This design comes from an exercise in tuning for small area on the open sky130 flow, not from production work.
Where RTL was checked, it was by simulation tests only, not by an equivalence proof against the original.
Power is estimated from default activity; no workload was simulated.

==> run M: inputs <==
==> flow/design.v <==
`timescale 1ns / 1ps
`default_nettype none
package grb_pkg;
  localparam int unsigned PAD_W  = 54;
  localparam int unsigned DATA_W = 32;
  localparam int unsigned IDX_W  = 4;
endpackage
`default_nettype wire
`timescale 1ns / 1ps
`default_nettype none
module grb_dec (
  input  wire logic        rst_n,
  input  wire logic        valid,
  input  wire logic        stall,
  input  wire logic        mode,
  input  wire logic [3:0]  idx,
  output logic      [5:0]  ld_fsel,    
  output logic             ld_pctl,    
  output logic      [1:0]  ld_pclk,    
  output logic      [1:0]  we_pclk,    
  output logic      [1:0]  we_set,     
  output logic      [1:0]  we_any,     
  output logic             lat_d,      
  output logic      [10:0] rsel,       
  output logic      [1:0]  hold,       
  output logic             err_d       
);
  logic fire, we, rd, rst;
  assign fire = valid && !stall;
  logic [15:0] sel;
  assign rst = !rst_n;
  assign we  = fire && mode;
  assign rd  = fire && !mode;
  for (genvar k = 0; k < 16; k++) begin : g_sel
    assign sel[k] = (idx == 4'(k));
  end
  for (genvar w = 0; w < 6; w++) begin : g_fs
    assign ld_fsel[w] = rst || (we && sel[w]);
  end
  assign ld_pctl    = rst || (we && sel[12]);
  assign we_pclk[0] = we && sel[13];
  assign we_pclk[1] = we && sel[14];
  assign ld_pclk    = we_pclk | {2{rst}};
  assign we_set[0]  = we && sel[6];
  assign we_set[1]  = we && sel[7];
  assign we_any[0]  = we && (sel[6] || sel[8]);
  assign we_any[1]  = we && (sel[7] || sel[9]);
  assign lat_d      = rst_n && !idx[3];
  for (genvar w = 0; w < 6; w++) begin : g_rs
    assign rsel[w] = rd && sel[w];
  end
  assign rsel[6]  = rd && sel[10];
  assign rsel[7]  = rd && sel[11];
  assign rsel[8]  = rd && sel[12];
  assign rsel[9]  = rd && sel[13];
  assign rsel[10] = rd && sel[14];
  assign hold  = {stall, !valid};
  assign err_d = sel[15];
endmodule
module grb_aoi222 (
  input  wire logic a1, a2, b1, b2, c1, c2,
  output logic      y
);
  assign y = !((a1 && a2) || (b1 && b2) || (c1 && c2));
endmodule
module grb_aoi22 (
  input  wire logic a1, a2, b1, b2,
  output logic      y
);
  assign y = !((a1 && a2) || (b1 && b2));
endmodule
module grb_nand #(
  parameter int unsigned N = 4
) (
  input  wire logic [N-1:0] a,
  output logic              y
);
  assign y = !(&a);
endmodule
module grb_rmux (
  input  wire logic [10:0]      rsel,
  input  wire logic [1:0]       hold,    
  input  wire logic [31:0]      rd_q,
  input  wire logic [5:0][29:0] fsel,
  input  wire logic [53:0]      pads,
  input  wire logic [1:0]       pctl,
  input  wire logic [53:0]      pclk,
  output logic      [31:0]      rd_n
);
  logic hold_any;
  assign hold_any = |hold;
  for (genvar i = 0; i < 32; i++) begin : g_bit
    localparam int unsigned NP = (i < 2) ? 12 : (i < 22) ? 12 : (i < 30) ? 9 : 3;
    localparam int unsigned NG = (NP + 2) / 3;
    logic [NP-1:0] s, d;
    logic [NG-1:0] g;
    if (i < 30) begin : g_f
      assign s[5:0] = rsel[5:0];
      assign d[5:0] = {fsel[5][i], fsel[4][i], fsel[3][i], fsel[2][i], fsel[1][i], fsel[0][i]};
      assign s[6] = rsel[6];  assign d[6] = pads[i];
      assign s[7] = rsel[9];  assign d[7] = pclk[i];
      assign s[8] = (i < 2 || i >= 22) ? hold_any : hold[0];  assign d[8] = rd_q[i];
      if (i < 22) begin : g_b1
        assign s[9]  = rsel[7];  assign d[9]  = pads[32 + i];
        assign s[10] = rsel[10]; assign d[10] = pclk[32 + i];
      end
      if (i < 2) begin : g_p
        assign s[11] = rsel[8];  assign d[11] = pctl[i];
      end else if (i < 22) begin : g_h1
        assign s[11] = hold[1];  assign d[11] = rd_q[i];
      end
    end else begin : g_h
      assign s = {hold_any, rsel[9], rsel[6]};
      assign d = {rd_q[i], pclk[i], pads[i]};
    end
    for (genvar k = 0; k < NG; k++) begin : g_grp
      if (3 * k + 2 < NP) begin : g3
        grb_aoi222 u_aoi (.a1(s[3*k]), .a2(d[3*k]), .b1(s[3*k+1]), .b2(d[3*k+1]),
                          .c1(s[3*k+2]), .c2(d[3*k+2]), .y(g[k]));
      end else begin : g2
        grb_aoi22 u_aoi (.a1(s[3*k]), .a2(d[3*k]), .b1(s[3*k+1]), .b2(d[3*k+1]),
                         .y(g[k]));
      end
    end
    grb_nand #(.N(NG)) u_or (.a(g), .y(rd_n[i]));
  end
endmodule
module grb_regfile (
  input  wire logic         clk,
  input  wire logic         rst_n,
  input  wire logic         valid,     
  input  wire logic         stall,     
  input  wire logic         mode,
  input  wire logic [3:0]   idx,
  input  wire logic [31:0]  wd,
  input  wire logic [53:0]  pads,
  output logic      [31:0]  rd_r,
  output logic              err_r,
  output logic      [53:0]  pad_drive,
  output logic      [53:0]  pad_drive_enable,
  output logic      [53:0]  pad_pull_up,
  output logic      [53:0]  pad_pull_down
);
  logic [5:0][29:0] fsel_r;
  logic [53:0]      latch_r;
  logic [53:0]      pclk_r;
  logic [1:0]       pctl_r;
  logic [53:0]      up_r;
  logic [53:0]      dn_r;
  logic [5:0]  ld_fsel;
  logic        ld_pctl;
  logic [1:0]  ld_pclk, we_pclk, we_set, we_any;
  logic        lat_d;
  logic [10:0] rsel;
  logic [1:0]  hold;
  logic        err_d;
  logic [31:0] rd_n;
  logic [31:0] wd_r;      
  grb_dec u_dec (
    .rst_n (rst_n), .valid (valid), .stall (stall), .mode (mode), .idx (idx),
    .ld_fsel (ld_fsel), .ld_pctl (ld_pctl), .ld_pclk (ld_pclk),
    .we_pclk (we_pclk), .we_set (we_set), .we_any (we_any), .lat_d (lat_d),
    .rsel (rsel), .hold (hold), .err_d (err_d)
  );
  assign wd_r = wd & {32{rst_n}};
  for (genvar w = 0; w < 6; w++) begin : g_fsel
    always_ff @(posedge clk) if (ld_fsel[w]) fsel_r[w] <= wd_r[29:0];
  end
  for (genvar p = 0; p < 54; p++) begin : g_latch
    logic ld;
    assign ld = !rst_n || (wd[p % 32] && we_any[p / 32]);
    always_ff @(posedge clk) if (ld) latch_r[p] <= lat_d;
  end
  always_ff @(posedge clk) if (ld_pctl) pctl_r <= wd_r[1:0];
  logic up_d, dn_d;
  assign up_d = rst_n && pctl_r == 2'd2;
  assign dn_d = rst_n && pctl_r == 2'd1;
  for (genvar p = 0; p < 54; p++) begin : g_pin
    logic lds;
    assign lds = !rst_n || (we_pclk[p / 32] && wd[p % 32] && !pclk_r[p]);
    always_ff @(posedge clk) if (ld_pclk[p / 32]) pclk_r[p] <= wd_r[p % 32];
    always_ff @(posedge clk) if (lds) begin
      up_r[p] <= up_d;
      dn_r[p] <= dn_d;
    end
  end
  grb_rmux u_rmux (
    .rsel (rsel), .hold (hold), .rd_q (rd_r), .fsel (fsel_r), .pads (pads),
    .pctl (pctl_r), .pclk (pclk_r), .rd_n (rd_n)
  );
  always_ff @(posedge clk) begin
    rd_r  <= rd_n;
    err_r <= (|hold) ? err_r : err_d;
  end
  for (genvar p = 0; p < 54; p++) begin : g_en
    assign pad_drive_enable[p] = fsel_r[p / 10][(p % 10) * 3 +: 3] == 3'd1;
  end
  assign pad_drive     = latch_r;
  assign pad_pull_up   = up_r;
  assign pad_pull_down = dn_r;
endmodule
`default_nettype wire
`timescale 1ns / 1ps
`default_nettype none
module gpio_register_block_top (
  input  wire logic         clk,
  input  wire logic         rst_n,
  input  wire logic         in_valid,
  output logic              in_stall,
  input  wire logic         in_mode,
  input  wire logic [3:0]   in_reg_index,
  input  wire logic [31:0]  in_write_data,
  input  wire logic [53:0]  in_pad_levels,
  output logic              out_valid,
  input  wire logic         out_stall,
  output logic      [31:0]  out_read_data,
  output logic              out_access_error,
  output logic      [53:0]  out_pad_drive,
  output logic      [53:0]  out_pad_drive_enable,
  output logic      [53:0]  out_pad_pull_up,
  output logic      [53:0]  out_pad_pull_down
);
  logic valid_r;
  logic fire;
  assign in_stall = valid_r && out_stall;
  assign fire     = in_valid && !in_stall;
  always_ff @(posedge clk) begin
    if (!rst_n) valid_r <= 1'b0;
    else        valid_r <= fire || in_stall;
  end
  grb_regfile u_regfile (
    .clk              (clk),
    .rst_n            (rst_n),
    .valid            (in_valid),
    .stall            (in_stall),
    .mode             (in_mode),
    .idx              (in_reg_index),
    .wd               (in_write_data),
    .pads             (in_pad_levels),
    .rd_r             (out_read_data),
    .err_r            (out_access_error),
    .pad_drive        (out_pad_drive),
    .pad_drive_enable (out_pad_drive_enable),
    .pad_pull_up      (out_pad_pull_up),
    .pad_pull_down    (out_pad_pull_down)
  );
  assign out_valid = valid_r;
endmodule
`default_nettype wire
==> flow/flow/run.sh <==
#!/bin/bash
# Standard ORFS layout with two changes: ports are buffered with the smallest
# buffer, and the clock tree uses clkbuf_8 leaf clusters without dummy loads.
set -euo pipefail
export BUFFER_PORTS_ARGS="-buffer_cell sky130_fd_sc_hd__buf_1"
export CTS_ARGS="-sink_clustering_enable -repair_clock_nets -buf_list sky130_fd_sc_hd__clkbuf_8 -sink_clustering_size 16 -sink_clustering_max_diameter 80 -dont_use_dummy_load"
bash standard.sh > flow_make.log 2>&1
==> flow/standard.sh <==
#!/bin/bash
# synth_recipe.tcl (not shown) runs the flow's synth.tcl, then flattens the netlist and writes it again
# the make line also repeats each setting of config.mk as NAME=value (left out here)
make -C /OpenROAD-flow-scripts/flow DESIGN_CONFIG=/design/flow/config.mk WORK_HOME=/design/flow/orfs CLKGATE_MAP_FILE= SYNTH_SCRIPT=/design/flow/synth_recipe.tcl "${@:-finish}"
==> flow/config.mk <==
export PLATFORM = sky130hd
export DESIGN_NAME = gpio_register_block_top
export DESIGN_NICKNAME = gpio_register_block_top
export VERILOG_FILES = /design/flow/design.v
export SDC_FILE = /design/flow/constraint.sdc
export NUM_CORES = 4
export LEC_CHECK = 0
export CAP_MARGIN = 20
export CORE_MARGIN = 2
export CORE_UTILIZATION = 65
export SLEW_MARGIN = 20
export SYNTH_HIERARCHICAL = 1
export SYNTH_MINIMUM_KEEP_SIZE = 0
==> flow/constraint.sdc <==
create_clock -name core_clock -period 5.0 [get_ports {clk}]
set_input_delay 1.0000 -clock core_clock [delete_from_list [all_inputs] [get_ports {clk}]]
set_output_delay 1.0000 -clock core_clock [all_outputs]
set_load 0.01 [all_outputs]
==> run R: changes against run M <==
--- a/flow/design.v
+++ b/flow/design.v
@@ -22,2 +22,7 @@
   output logic      [1:0]  we_any,     
+  output logic      [5:0]  hd_fsel,    
+  output logic             hd_pctl,    
+  output logic      [1:0]  hd_pclk,    
+  output logic      [1:0]  nwe_any,    
+  output logic      [1:0]  nwe_pclk,   
   output logic             lat_d,      
@@ -36,9 +41,13 @@
   end
+  logic [5:0] we_fsel;
+  logic       we_pctl;
   for (genvar w = 0; w < 6; w++) begin : g_fs
-    assign ld_fsel[w] = rst || (we && sel[w]);
-  end
-  assign ld_pctl    = rst || (we && sel[12]);
+    assign we_fsel[w] = we && sel[w];
+  end
+  assign we_pctl    = we && sel[12];
   assign we_pclk[0] = we && sel[13];
   assign we_pclk[1] = we && sel[14];
-  assign ld_pclk    = we_pclk | {2{rst}};
+  assign ld_fsel    = we_fsel & {6{rst_n}};
+  assign ld_pctl    = we_pctl && rst_n;
+  assign ld_pclk    = we_pclk & {2{rst_n}};
   assign we_set[0]  = we && sel[6];
@@ -47,2 +56,7 @@
   assign we_any[1]  = we && (sel[7] || sel[9]);
+  assign nwe_any    = ~we_any;
+  assign nwe_pclk   = ~we_pclk;
+  assign hd_fsel    = ~we_fsel & {6{rst_n}};
+  assign hd_pctl    = !we_pctl && rst_n;
+  assign hd_pclk    = ~we_pclk & {2{rst_n}};
   assign lat_d      = rst_n && !idx[3];
@@ -58,2 +72,25 @@
   assign err_d = sel[15];
+endmodule
+module grb_hold #(
+  parameter int unsigned W = 1
+) (
+  input  wire logic [W-1:0] q,
+  input  wire logic [W-1:0] d,
+  input  wire logic         ld,
+  input  wire logic         hd,
+  output logic      [W-1:0] y
+);
+  assign y = (q & {W{hd}}) | (d & {W{ld}});
+endmodule
+module grb_oai21 (
+  input  wire logic a1, a2, b1,
+  output logic      y
+);
+  assign y = !((a1 || a2) && b1);
+endmodule
+module grb_oai31 (
+  input  wire logic a1, a2, a3, b1,
+  output logic      y
+);
+  assign y = !((a1 || a2 || a3) && b1);
 endmodule
@@ -152,2 +189,6 @@
   logic [1:0]  ld_pclk, we_pclk, we_set, we_any;
+  logic [5:0]  hd_fsel;
+  logic        hd_pctl;
+  logic [1:0]  hd_pclk, nwe_any, nwe_pclk;
+  logic [31:0] nwd;
   logic        lat_d;
@@ -157,3 +198,2 @@
   logic [31:0] rd_n;
-  logic [31:0] wd_r;      
   grb_dec u_dec (
@@ -162,7 +202,11 @@
     .we_pclk (we_pclk), .we_set (we_set), .we_any (we_any), .lat_d (lat_d),
+    .hd_fsel (hd_fsel), .hd_pctl (hd_pctl), .hd_pclk (hd_pclk), .nwe_any (nwe_any),
+    .nwe_pclk (nwe_pclk),
     .rsel (rsel), .hold (hold), .err_d (err_d)
   );
-  assign wd_r = wd & {32{rst_n}};
+  assign nwd  = ~wd;
   for (genvar w = 0; w < 6; w++) begin : g_fsel
-    always_ff @(posedge clk) if (ld_fsel[w]) fsel_r[w] <= wd_r[29:0];
+    logic [29:0] nx;
+    grb_hold #(.W(30)) u_hold (.q(fsel_r[w]), .d(wd[29:0]), .ld(ld_fsel[w]), .hd(hd_fsel[w]), .y(nx));
+    always_ff @(posedge clk) fsel_r[w] <= nx;
   end
@@ -170,6 +214,13 @@
     logic ld;
-    assign ld = !rst_n || (wd[p % 32] && we_any[p / 32]);
+    grb_oai21 u_ld (.a1(nwd[p % 32]), .a2(nwe_any[p / 32]), .b1(rst_n), .y(ld));
     always_ff @(posedge clk) if (ld) latch_r[p] <= lat_d;
   end
-  always_ff @(posedge clk) if (ld_pctl) pctl_r <= wd_r[1:0];
+  logic [1:0] pctl_nx;
+  grb_hold #(.W(2)) u_pctl (.q(pctl_r), .d(wd[1:0]), .ld(ld_pctl), .hd(hd_pctl), .y(pctl_nx));
+  always_ff @(posedge clk) pctl_r <= pctl_nx;
+  logic [53:0] pclk_nx;
+  grb_hold #(.W(32)) u_pclk0 (.q(pclk_r[31:0]), .d(wd), .ld(ld_pclk[0]), .hd(hd_pclk[0]),
+                             .y(pclk_nx[31:0]));
+  grb_hold #(.W(22)) u_pclk1 (.q(pclk_r[53:32]), .d(wd[21:0]), .ld(ld_pclk[1]), .hd(hd_pclk[1]),
+                             .y(pclk_nx[53:32]));
   logic up_d, dn_d;
@@ -179,4 +230,5 @@
     logic lds;
-    assign lds = !rst_n || (we_pclk[p / 32] && wd[p % 32] && !pclk_r[p]);
-    always_ff @(posedge clk) if (ld_pclk[p / 32]) pclk_r[p] <= wd_r[p % 32];
+    grb_oai31 u_lds (.a1(pclk_r[p]), .a2(nwd[p % 32]), .a3(nwe_pclk[p / 32]), .b1(rst_n),
+                     .y(lds));
+    always_ff @(posedge clk) pclk_r[p] <= pclk_nx[p];
     always_ff @(posedge clk) if (lds) begin
==> flow/flow/run.sh (replaced) <==
#!/bin/bash
# Standard ORFS layout with three changes: ports are buffered with the
# smallest buffer; before repair_design, lightly loaded gates are set to their
# smallest drive strength (flow/downsize.tcl); and the clock tree uses
# clkbuf_8 leaf clusters without dummy loads.
# The make output goes to flow_make.log; each ORFS step keeps its own log
# under orfs/logs/.
set -euo pipefail
export BUFFER_PORTS_ARGS="-buffer_cell sky130_fd_sc_hd__buf_1"
export PRE_RESIZE_TCL="$PWD/flow/downsize.tcl"
export CTS_ARGS="-sink_clustering_enable -repair_clock_nets -buf_list sky130_fd_sc_hd__clkbuf_8 -sink_clustering_size 14 -sink_clustering_max_diameter 60 -dont_use_dummy_load"
bash standard.sh > flow_make.log 2>&1
==> flow/flow/downsize.tcl (new file) <==
# Before repair_design: cells that drive few loads get the smallest drive
# strength of their function (synthesis sizes them without knowing their
# loads); repair_design and the later timing repair fix any slew, load or
# timing need this leaves.
set best {}
foreach lc [get_lib_cells sky130_fd_sc_hd__*] {
  set n [get_name $lc]
  if {![regexp {^(sky130_fd_sc_hd__[a-z0-9]+)_(\d+)$} $n -> base drv]} continue
  if {[string match *lpflow* $n] || [string match *probe* $n]} continue
  if {[get_property $lc is_buffer] || [get_property $lc is_inverter]} continue
  set a [get_property $lc area]
  if {![dict exists $best $base] || $a < [lindex [dict get $best $base] 1]} {
    dict set best $base [list $n $a]
  }
}
set cnt 0
foreach inst [get_cells *] {
  set m [get_property $inst ref_name]
  if {[string match *df* $m] || [string match *buf* $m] || [string match *tap* $m] ||
      [string match *clk* $m] || [string match *inv* $m] || [string match *dly* $m]} {
    continue
  }
  if {![regexp {^(sky130_fd_sc_hd__[a-z0-9]+)_(\d+)$} $m -> base drv]} { continue }
  if {![dict exists $best $base]} { continue }
  set fo 0
  foreach p [get_pins -of_objects $inst -filter "direction == output"] {
    set fo [expr {$fo + [llength [get_pins -of_objects [get_nets -of_objects $p] -filter "direction == input"]]}]
  }
  if {$fo > 8} { continue }
  set tgt [lindex [dict get $best $base] 0]
  if {$tgt ne $m} {
    replace_cell $inst $tgt
    incr cnt
  }
}
puts "downsize.tcl: resized $cnt cells"
estimate_parasitics -placement
- CAP_MARGIN: 20 -> 5
- CORE_UTILIZATION: 65 -> 60
- SLEW_MARGIN: 20 -> 5
==> summary.md <==
| Metric | Value |
|---|---|
| Site row count | 57 |
| Setup crit end | u_regfile.rd_r[6] |
| Initial antenna violation count | 3 |
| Worst VDD drop | 0.290 mV |
| Worst-margin pin slew | between 1 and 1.5 ns |
| Status | timing/DRC/antenna clean |
| Core Area | 24200 µm² |
| Power per Cell Area | around 350 nW/µm² |
| Seq pwr share | around two thirds |
| Seq/total area | between 60% and 70% |
| Gpl congestion | a little under 0.9 |
Source of the figures above: run M

==> summary.md <==
| Metric | Value |
|---|---|
| Initial antenna violation count | 2 |
| Worst VDD drop | approximately 0.22 mV |
| Core Area | ~27000 µm² |
| Period utilization | 59.9% |
| Worst path top cell family by delay | simple AND/OR/NAND/NOR gates |
| Status | timing/DRC/antenna clean |
| Power per Cell Area | about 330 nW/µm² |
| Seq/total area | between 50% and 60% |
| Maxcap violations | 0 |
| Met1 Resource Use GR | roughly half |
| Gpl congestion | 0.891 |
| Comb pwr | 394 µW |
| Worst-margin pin slew | ~1.1 ns |
| Seq pwr share | between 60% and 70% |
Source of the figures above: run R

The RTL of run M was laid out without a check of its function.

-- afterwards: timing with drivers on the ports --
Ports are ideal in the flow. The routed layouts listed here were re-timed in OpenROAD. Step 1: set_driving_cell puts a clkbuf_16 on clk and a buf_2 on each other input, an assumption about the parent block. Step 2 times the ports against the registers' clock, not the clock port: input delays grow and output delays shrink by t, the midpoint of the rising clock arrivals with the driver on. Slacks: ideal / step 1 / step 2; pairs: ideal / step 1.
| run | shift t [ns] | slack for setup (ns) | worst register clock-pin slew, ns |
|---|---|---|---|
| run M | 0.657 | 1.683 / 1.654 / 0.997 | 0.10 / 0.10 |
| run R | 0.577 | 2.004 / 2.027 / 1.450 | 0.09 / 0.09 |
After both steps every run listed still meets setup and hold. For run M, which loses most, drivers alone change the setup slack by -0.029 ns; drivers and shift together by -0.686 ns.
